This is an optimization exercise on Yosys and OpenROAD, whose aim is small area, not a production implementation. Only simulation tests tie the RTL to the original design; equivalence was not proved. Power and IR drop assume default switching activity.

**constraint.sdc**
```tcl
create_clock -name core_clock -period 6.0 [get_ports {clk}]
set_input_delay 1.2000 -clock core_clock [delete_from_list [all_inputs] [get_ports {clk}]]
set_output_delay 1.2000 -clock core_clock [all_outputs]
set_load 0.01 [all_outputs]
```
**design.v**
```verilog
module etapa_id_segmentada #(
    parameter int ANCHO_DATO      = 32,
    parameter int NUM_REGS        = 32,
    parameter bit HABILITA_BYPASS = 1'b1
) (
    input  logic                  clk,
    input  logic                  rst,
    input  logic [31:0]           instruccion_if,
    input  logic [31:0]           pc_plus4_if,
    input  logic                  valido_if,
    input  logic                  wb_escribir,
    input  logic [4:0]            wb_rd,
    input  logic [ANCHO_DATO-1:0] wb_dato,
    input  logic                  ex_mem_leer_in,
    input  logic [4:0]            ex_rt_in,
    input  logic                  flush,
    output logic                  stall_if,
    output logic                  salto_id,
    output logic [31:0]           dir_salto,
    output logic                  ex_valido,
    output logic                  ex_reg_escribir,
    output logic                  ex_mem_leer,
    output logic                  ex_mem_escribir,
    output logic                  ex_mem_a_reg,
    output logic                  ex_alu_fuente,
    output logic                  ex_branch,
    output logic [1:0]            ex_alu_op,
    output logic [ANCHO_DATO-1:0] ex_dr1,
    output logic [ANCHO_DATO-1:0] ex_dr2,
    output logic [ANCHO_DATO-1:0] ex_ext,
    output logic [4:0]            ex_rs,
    output logic [4:0]            ex_rt,
    output logic [4:0]            ex_rd_dest,
    output logic [5:0]            ex_funct,
    output logic [31:0]           ex_pc_plus4,
    output logic                  ex_ilegal
);
    localparam int IDX = (NUM_REGS > 1) ? $clog2(NUM_REGS) : 1;
    localparam logic [5:0] OP_R    = 6'b000000;
    localparam logic [5:0] OP_LW   = 6'b100011;
    localparam logic [5:0] OP_SW   = 6'b101011;
    localparam logic [5:0] OP_BEQ  = 6'b000100;
    localparam logic [5:0] OP_ADDI = 6'b001000;
    localparam logic [5:0] OP_J    = 6'b000010;
    typedef struct packed {
        logic                  valido;
        logic                  reg_escribir;
        logic                  mem_leer;
        logic                  mem_escribir;
        logic                  mem_a_reg;
        logic                  alu_fuente;
        logic                  branch;
        logic [1:0]            alu_op;
        logic                  ilegal;
        logic [ANCHO_DATO-1:0] dr1;
        logic [ANCHO_DATO-1:0] dr2;
        logic [ANCHO_DATO-1:0] ext;
        logic [4:0]            rs;
        logic [4:0]            rt;
        logic [4:0]            rd_dest;
        logic [5:0]            funct;
        logic [31:0]           pc_plus4;
    } id_ex_t;
    logic [5:0]  opcode;
    logic [4:0]  rs_f;
    logic [4:0]  rt_f;
    logic [4:0]  rd_f;
    logic [IDX-1:0] rs_i;
    logic [IDX-1:0] rt_i;
    logic [IDX-1:0] wb_i;
    logic signed [15:0] imm;
    assign opcode = instruccion_if[31:26];
    assign rs_f   = instruccion_if[25:21];
    assign rt_f   = instruccion_if[20:16];
    assign rd_f   = instruccion_if[15:11];
    assign rs_i   = rs_f[IDX-1:0];
    assign rt_i   = rt_f[IDX-1:0];
    assign wb_i   = wb_rd[IDX-1:0];
    assign imm    = instruccion_if[15:0];
    logic [ANCHO_DATO-1:0] banco [NUM_REGS];
    always_ff @(posedge clk) begin
        if (rst) begin
            for (int i = 0; i < NUM_REGS; i++) begin
                banco[i] <= '0;
            end
        end else if (wb_escribir && (wb_i != '0)) begin
            banco[wb_i] <= wb_dato;
        end
    end
    logic [ANCHO_DATO-1:0] dr1;
    logic [ANCHO_DATO-1:0] dr2;
    always_comb begin
        dr1 = '0;
        if (rs_i != '0) begin
            if (HABILITA_BYPASS && wb_escribir && (wb_i == rs_i)) begin
                dr1 = wb_dato;
            end else begin
                dr1 = banco[rs_i];
            end
        end
    end
    always_comb begin
        dr2 = '0;
        if (rt_i != '0) begin
            if (HABILITA_BYPASS && wb_escribir && (wb_i == rt_i)) begin
                dr2 = wb_dato;
            end else begin
                dr2 = banco[rt_i];
            end
        end
    end
    id_ex_t siguiente;
    always_comb begin
        siguiente          = '0;
        siguiente.valido   = 1'b1;
        siguiente.dr1      = dr1;
        siguiente.dr2      = dr2;
        siguiente.ext      = ANCHO_DATO'(imm);
        siguiente.rs       = rs_f;
        siguiente.rt       = rt_f;
        siguiente.funct    = instruccion_if[5:0];
        siguiente.pc_plus4 = pc_plus4_if;
        case (opcode)
            OP_R: begin
                siguiente.rd_dest      = rd_f;
                siguiente.reg_escribir = 1'b1;
                siguiente.alu_op       = 2'b10;
            end
            OP_LW: begin
                siguiente.rd_dest      = rt_f;
                siguiente.reg_escribir = 1'b1;
                siguiente.mem_leer     = 1'b1;
                siguiente.mem_a_reg    = 1'b1;
                siguiente.alu_fuente   = 1'b1;
            end
            OP_SW: begin
                siguiente.mem_escribir = 1'b1;
                siguiente.alu_fuente   = 1'b1;
            end
            OP_BEQ: begin
                siguiente.branch = 1'b1;
                siguiente.alu_op = 2'b01;
            end
            OP_ADDI: begin
                siguiente.rd_dest      = rt_f;
                siguiente.reg_escribir = 1'b1;
                siguiente.alu_fuente   = 1'b1;
            end
            OP_J: begin
            end
            default: begin
                siguiente.ilegal = 1'b1;
            end
        endcase
    end
    logic lee_rt;
    logic carga_pendiente;
    assign lee_rt          = (opcode == OP_R) || (opcode == OP_SW) || (opcode == OP_BEQ);
    assign carga_pendiente = ex_mem_leer_in && (ex_rt_in != 5'd0) &&
                             ((ex_rt_in == rs_f) || ((ex_rt_in == rt_f) && lee_rt));
    assign stall_if        = valido_if && !flush && carga_pendiente;
    assign salto_id        = valido_if && (opcode == OP_J) && !flush && !stall_if && !rst;
    assign dir_salto       = {pc_plus4_if[31:28], instruccion_if[25:0], 2'b00};
    id_ex_t id_ex;
    always_ff @(posedge clk) begin
        if (rst || flush || stall_if || !valido_if) begin
            id_ex <= '0;
        end else begin
            id_ex <= siguiente;
        end
    end
    assign ex_valido       = id_ex.valido;
    assign ex_reg_escribir = id_ex.reg_escribir;
    assign ex_mem_leer     = id_ex.mem_leer;
    assign ex_mem_escribir = id_ex.mem_escribir;
    assign ex_mem_a_reg    = id_ex.mem_a_reg;
    assign ex_alu_fuente   = id_ex.alu_fuente;
    assign ex_branch       = id_ex.branch;
    assign ex_alu_op       = id_ex.alu_op;
    assign ex_ilegal       = id_ex.ilegal;
    assign ex_dr1          = id_ex.dr1;
    assign ex_dr2          = id_ex.dr2;
    assign ex_ext          = id_ex.ext;
    assign ex_rs           = id_ex.rs;
    assign ex_rt           = id_ex.rt;
    assign ex_rd_dest      = id_ex.rd_dest;
    assign ex_funct        = id_ex.funct;
    assign ex_pc_plus4     = id_ex.pc_plus4;
endmodule
```
**config.mk**
```make
export PLATFORM = sky130hd
export DESIGN_NAME = etapa_id_segmentada
export DESIGN_NICKNAME = etapa_id_segmentada
export VERILOG_FILES = /design/flow/design.v
export SDC_FILE = /design/flow/constraint.sdc
export NUM_CORES = 4
export LEC_CHECK = 0
export CAP_MARGIN = 20
export CORE_MARGIN = 2
export CORE_UTILIZATION = 35
export PLACE_DENSITY = 0.55
export SLEW_MARGIN = 20
```
**run.sh**
```bash
#!/bin/bash
# synth_recipe.tcl (not shown) runs the flow's synth.tcl, then flattens the netlist and writes it again
# the make line also repeats each setting of config.mk as NAME=value (left out here)
make -C /OpenROAD-flow-scripts/flow DESIGN_CONFIG=/design/flow/config.mk WORK_HOME=/design/flow/orfs CLKGATE_MAP_FILE= SYNTH_SCRIPT=/design/flow/synth_recipe.tcl finish
```
==> impl_summary.txt <==
----------------------------------------------------
[Critical path]
  Setup crit end kind ... primary output
  Number of cells traversed by the worst register-to-register path ... 6
  Endpoint of the most critical register-to-register path ... id_ex[131]
  Launch instance of the worst register-to-register path ... banco[15][14]
  Startpoint kind of the worst setup timing path ... input pin
  Worst Path Arrival ... 4.18 ns
  Critical path peak fanout ... 3
  Reg2reg setup slack ... about 3.6 ns
  Type of the worst setup path ... input pin to primary output
  Data required time of the worst path ... about 4.8 ns

[Power and ir drop]
  Combinational cell fraction of total power ... about an eighth
  Pwr/cell area ... around 290 mW/mm^2
  Net switching power ... 5.17 mW
  Share of total power in sequential cells ... between 40% and 50%
  Internal power ... between 10 and 15 mW
  Lkg Pwr ... roughly 22 nW
  Clk pwr share ... just over 40%
  Switching power as a share of total power ... between 20% and 30%
  Design Power ... 20.0 mW
  Maximum VDD drop ... 0.335 mV

[Clock network]
  Clock H-tree levels ... 4
  Worst-path clk slew ... ~0.060 ns
  CTS tree ... yes
  Hold-fix buffer count after cts ... 0
  Number of resized instances in the post-cts repair step ... 0
  Clock latency on the worst-skew pair ... about 0.8 ns
  Setup Buffers After CTS ... 0
  Number of clock sinks seen by CTS ... around 1200
  Total clock buffers created by CTS ... around 130
  Cell at the root of the clock tree ... sky130_fd_sc_hd__clkbuf_16
  Buffers from clock root to sink, at most ... 3

[Synthesis]
  Largest cells by area after synthesis ... sky130_fd_sc_hd__edfxtp_1 (53%), sky130_fd_sc_hd__mux4_2 (19%), sky130_fd_sc_hd__nor3_1 (5.6%)
  Number of warnings printed during yosys synthesis ... 1
  Per-instance average area after synthesis ... 14.6 um^2
  Post-synth EDFFs ... between 1000 and 1500
  Post-synthesis instance area ... 0.0584 mm^2
  Count of state elements after synthesis ... approximately 1200
  Proportion of synthesized flip-flops having asynchronous set or reset ... 0%
  Count of cell types in the netlist ... 60
  Predominant post-synthesis flop cell ... sky130_fd_sc_hd__edfxtp_1
  Cell accounting for the most synthesized area ... sky130_fd_sc_hd__edfxtp_1
  Number of instances in the synthesized netlist ... about 4000
  Portion of synthesized cell area occupied by the leading cell type ... between 50% and 60%
  Register area share after synthesis ... 57.3%

[Layout]
  Final cell area excluding filler cells ... around 0.068 mm^2
  Layout overhead on the synthesized area ... 16.0%
  Final core occ ... between 40% and 50%
  Nets ... 4231
  Commonest non-fill, non-tap cells in the layout ... sky130_fd_sc_hd__edfxtp_1 (1024), sky130_fd_sc_hd__nor3_1 (656), sky130_fd_sc_hd__mux4_2 (502), sky130_fd_sc_hd__and2_1 (332), sky130_fd_sc_hd__clkdlybuf4s50_1 (284)
  Finished Layout Cells ... approximately 6400
  Share of cells above drive strength 1 ... 22.7%
  Commonest non-fill, non-tap cell in the layout ... sky130_fd_sc_hd__edfxtp_1

[Placed design]
  Routability congestion estimate ... 0.879
  Placed instance area ... 0.0634 mm^2
  Post-DP HPWL ... 135000 um
  Port Buffer Count ... approximately 300
  DP Worst Slack ... between 0.6 and 0.7 ns
  Cell count after placement ... just over 6000

[STA]
  Slew Viols, Final ... 0
  Worst setup skew after layout ... about 0.028 ns
  Relative max-transition margin ... a little under a fifth
  Post-layout worst setup margin ... between 0.6 and 0.7 ns
  Maximum operating frequency ... 0.186 GHz
  Summed negative setup slack over all endpoints ... 0 ns
  Slew at the pin closest to its max-slew limit ... 1.23 ns
  Minimum period implied by the final worst setup slack ... about 5.4 ns
  Portion of the clock cycle consumed by the worst path in the final layout ... about nine tenths
  Post-Route Hold Slack ... ~0.94 ns
  Unrepaired setup endpoints after global routing ... false
  Final number of setup-violating endpoints ... 0
  Number of hold violations in the final report ... 0

[GRT]
  Number of global-route vias before repair ... roughly 40000
  Aggregate global-route resource usage ... around a quarter
  Antenna violations before repair ... 11
  Wire length of the first global-routing pass ... roughly 310000 um
  Overflow left after global routing ... 0
  Maximum number of pins on one net before global-route repair ... about 140

[Run]
  Maximum capacitance violations ... 0

[Detailed routing]
  Routed WL per cell ... between 30 and 40 um
  Number of vias per cell ... 6.29
  Starting DRC count in detailed routing ... between 5000 and 6000
  Number of remaining DRC errors ... 0
  DRT Pass-1 Iters ... 5
  Via total after detailed routing ... about 40000
  ANT nets after route ... 0
  Routed wire length ... ~220000 um

[Outcome]
  Result of the run ... complete, no violations

[Die]
  I/O pin count ... between 300 and 400
  Die outline area ... between 0.15 and 0.2 mm^2
  Core Area ... ~0.17 mm^2
  Number of rows in the core area ... roughly 150
  Die Ht ... between 400 and 500 um
  Width of the die ... a little over 400 um
  Starting density of the core ... about a third

[Min path]
  Class of the most critical hold timing path ... register to register
  Launch instance of the worst min-delay path ... banco[2][24]
  Endpoint with the worst hold slack ... id_ex[141]
  Number of stages on the worst hold path ... 5

----------------------------------------------------
registers in the layout, indices dropped and copies added, names as in the netlist:
name	cells
id_ex	136
banco	1024
synthesized netlist by cell type, types with 3 or more instances:
cell and count:
sky130_fd_sc_hd__a2111o_1 7, sky130_fd_sc_hd__a2111oi_0 3, sky130_fd_sc_hd__a211o_1 4, sky130_fd_sc_hd__a211oi_1 12, sky130_fd_sc_hd__a211oi_2 3, sky130_fd_sc_hd__a21oi_1 55, sky130_fd_sc_hd__a221oi_1 11, sky130_fd_sc_hd__a22o_1 17
sky130_fd_sc_hd__a22oi_1 52, sky130_fd_sc_hd__a311oi_1 9, sky130_fd_sc_hd__and2_1 333, sky130_fd_sc_hd__and3_1 62, sky130_fd_sc_hd__buf_1 23, sky130_fd_sc_hd__buf_2 96, sky130_fd_sc_hd__buf_4 86, sky130_fd_sc_hd__buf_6 17
sky130_fd_sc_hd__buf_8 3, sky130_fd_sc_hd__clkbuf_1 300, sky130_fd_sc_hd__dfxtp_1 136, sky130_fd_sc_hd__edfxtp_1 1024, sky130_fd_sc_hd__inv_1 23, sky130_fd_sc_hd__mux2_2 9, sky130_fd_sc_hd__mux2i_1 126, sky130_fd_sc_hd__mux4_2 502
sky130_fd_sc_hd__nand2_1 59, sky130_fd_sc_hd__nand2b_1 8, sky130_fd_sc_hd__nand3_1 24, sky130_fd_sc_hd__nand3b_1 7, sky130_fd_sc_hd__nand4_1 9, sky130_fd_sc_hd__nand4b_1 3, sky130_fd_sc_hd__nor2_1 73, sky130_fd_sc_hd__nor2b_1 11
sky130_fd_sc_hd__nor3_1 656, sky130_fd_sc_hd__nor4_1 28, sky130_fd_sc_hd__o21ai_0 4, sky130_fd_sc_hd__o21ai_1 14, sky130_fd_sc_hd__o221ai_1 7, sky130_fd_sc_hd__o22a_1 9, sky130_fd_sc_hd__o22ai_1 80, sky130_fd_sc_hd__o32ai_1 20
sky130_fd_sc_hd__or2_2 30, sky130_fd_sc_hd__or3_1 7, sky130_fd_sc_hd__or4_1 4, sky130_fd_sc_hd__xnor2_1 5, sky130_fd_sc_hd__xor2_1 15
power groups by stage:
stage	combinational (mW)	clock, mW	sequential [mW]
floorplan	1.43	0	9.50
global placement	2.39	0	9.57
detailed placement	2.40	0	9.59
CTS	2.41	8.18	9.42
global route	2.50	8.48	9.47
finish	2.43	8.11	9.43
per-layer routing:
metal  wire length (um)  vias up  track usage, %
li1                   -    16100               -
met1              87900    21200            35.5
met2             101000     2654            39.8
met3              24800      410            6.16
met4               8970        8            9.84
met5                 60        -               0
cell type report:
type | count | area, um^2
diodes | 5 | 12.5
well taps | 2189 | 2740
fillers | 15200 | 97600
inverters | 25 | 93.8
clock inverters | 69 | 554
clock buffers | 175 | 3700
repair buffers | 468 | 4720
flip-flops and latches | 1160 | 33500
multi-input cells | 2330 | 22500
critical path, cell delays in order:
cell and delay (ns):
sky130_fd_sc_hd__clkdlybuf4s50_1 0.49, sky130_fd_sc_hd__or4_1 0.55, sky130_fd_sc_hd__o21ai_1 0.23, sky130_fd_sc_hd__nand4b_1 0.21, sky130_fd_sc_hd__nand2_1 0.44, sky130_fd_sc_hd__nor4_1 0.44, sky130_fd_sc_hd__clkdlybuf4s50_1 0.60
how the worst max path moves through the flow:
stage                     slack, ns  depth (start not counted)       end   startpoint
after floorplan                1.95                          7  salto_id  ex_rt_in[1]
after global placement         0.64                          7  salto_id  ex_rt_in[1]
after detailed placement       0.65                          7  salto_id  ex_rt_in[1]
after CTS                      0.66                          7  salto_id  ex_rt_in[1]
after global routing           0.50                          7  salto_id  ex_rt_in[1]
final                          0.62                          7  salto_id  ex_rt_in[1]
cell families (layout without fill, tap and decap cells):
| logic type | after synthesis | in the layout | share of synthesized area [%] |
|---|---|---|---|
| xor+xnor | 20 | 20 | 0.300 |
| compound gates | 309 | 309 | 3.75 |
| mux | 637 | 637 | 21.7 |
| simple gates | 1330 | 1330 | 12.3 |
| flops | 1160 | 1160 | 57.3 |
| other cells | 1 | 39 | 0.00642 |
| buf+inv | 551 | 737 | 4.60 |

[static timing again, ports no longer ideal]
In the flow no input, the clock included, has a driving cell. The finished layout below was timed again as built, in two steps.
Step 1 (the two cells are an assumption about what drives the block):
set clk [get_ports {clk}]
set_driving_cell -lib_cell sky130_fd_sc_hd__clkbuf_16 $clk
set_driving_cell -lib_cell sky130_fd_sc_hd__buf_2 [delete_from_list [all_inputs] $clk]
Step 2, shift: input delay + t, output delay - t, t = (earliest + latest rising clock arrival at the registers) / 2. This alone moves slack from input paths to output paths.
Three values: ideal ports, drivers, drivers and shift; two values: the first two.
shift t [ns]: 0.842
setup slack, ns: 0.615 / 0.592 / 0.592
hold WS [ns]: 0.940 / 0.940 / 0.940
latest minus earliest clock arrival (ns): 0.031 / 0.032
pins driven straight from the clock port: 1
After both steps setup and hold are still met in this run. For this run, drivers alone change the setup slack by -0.023 ns; drivers and shift together by -0.023 ns.
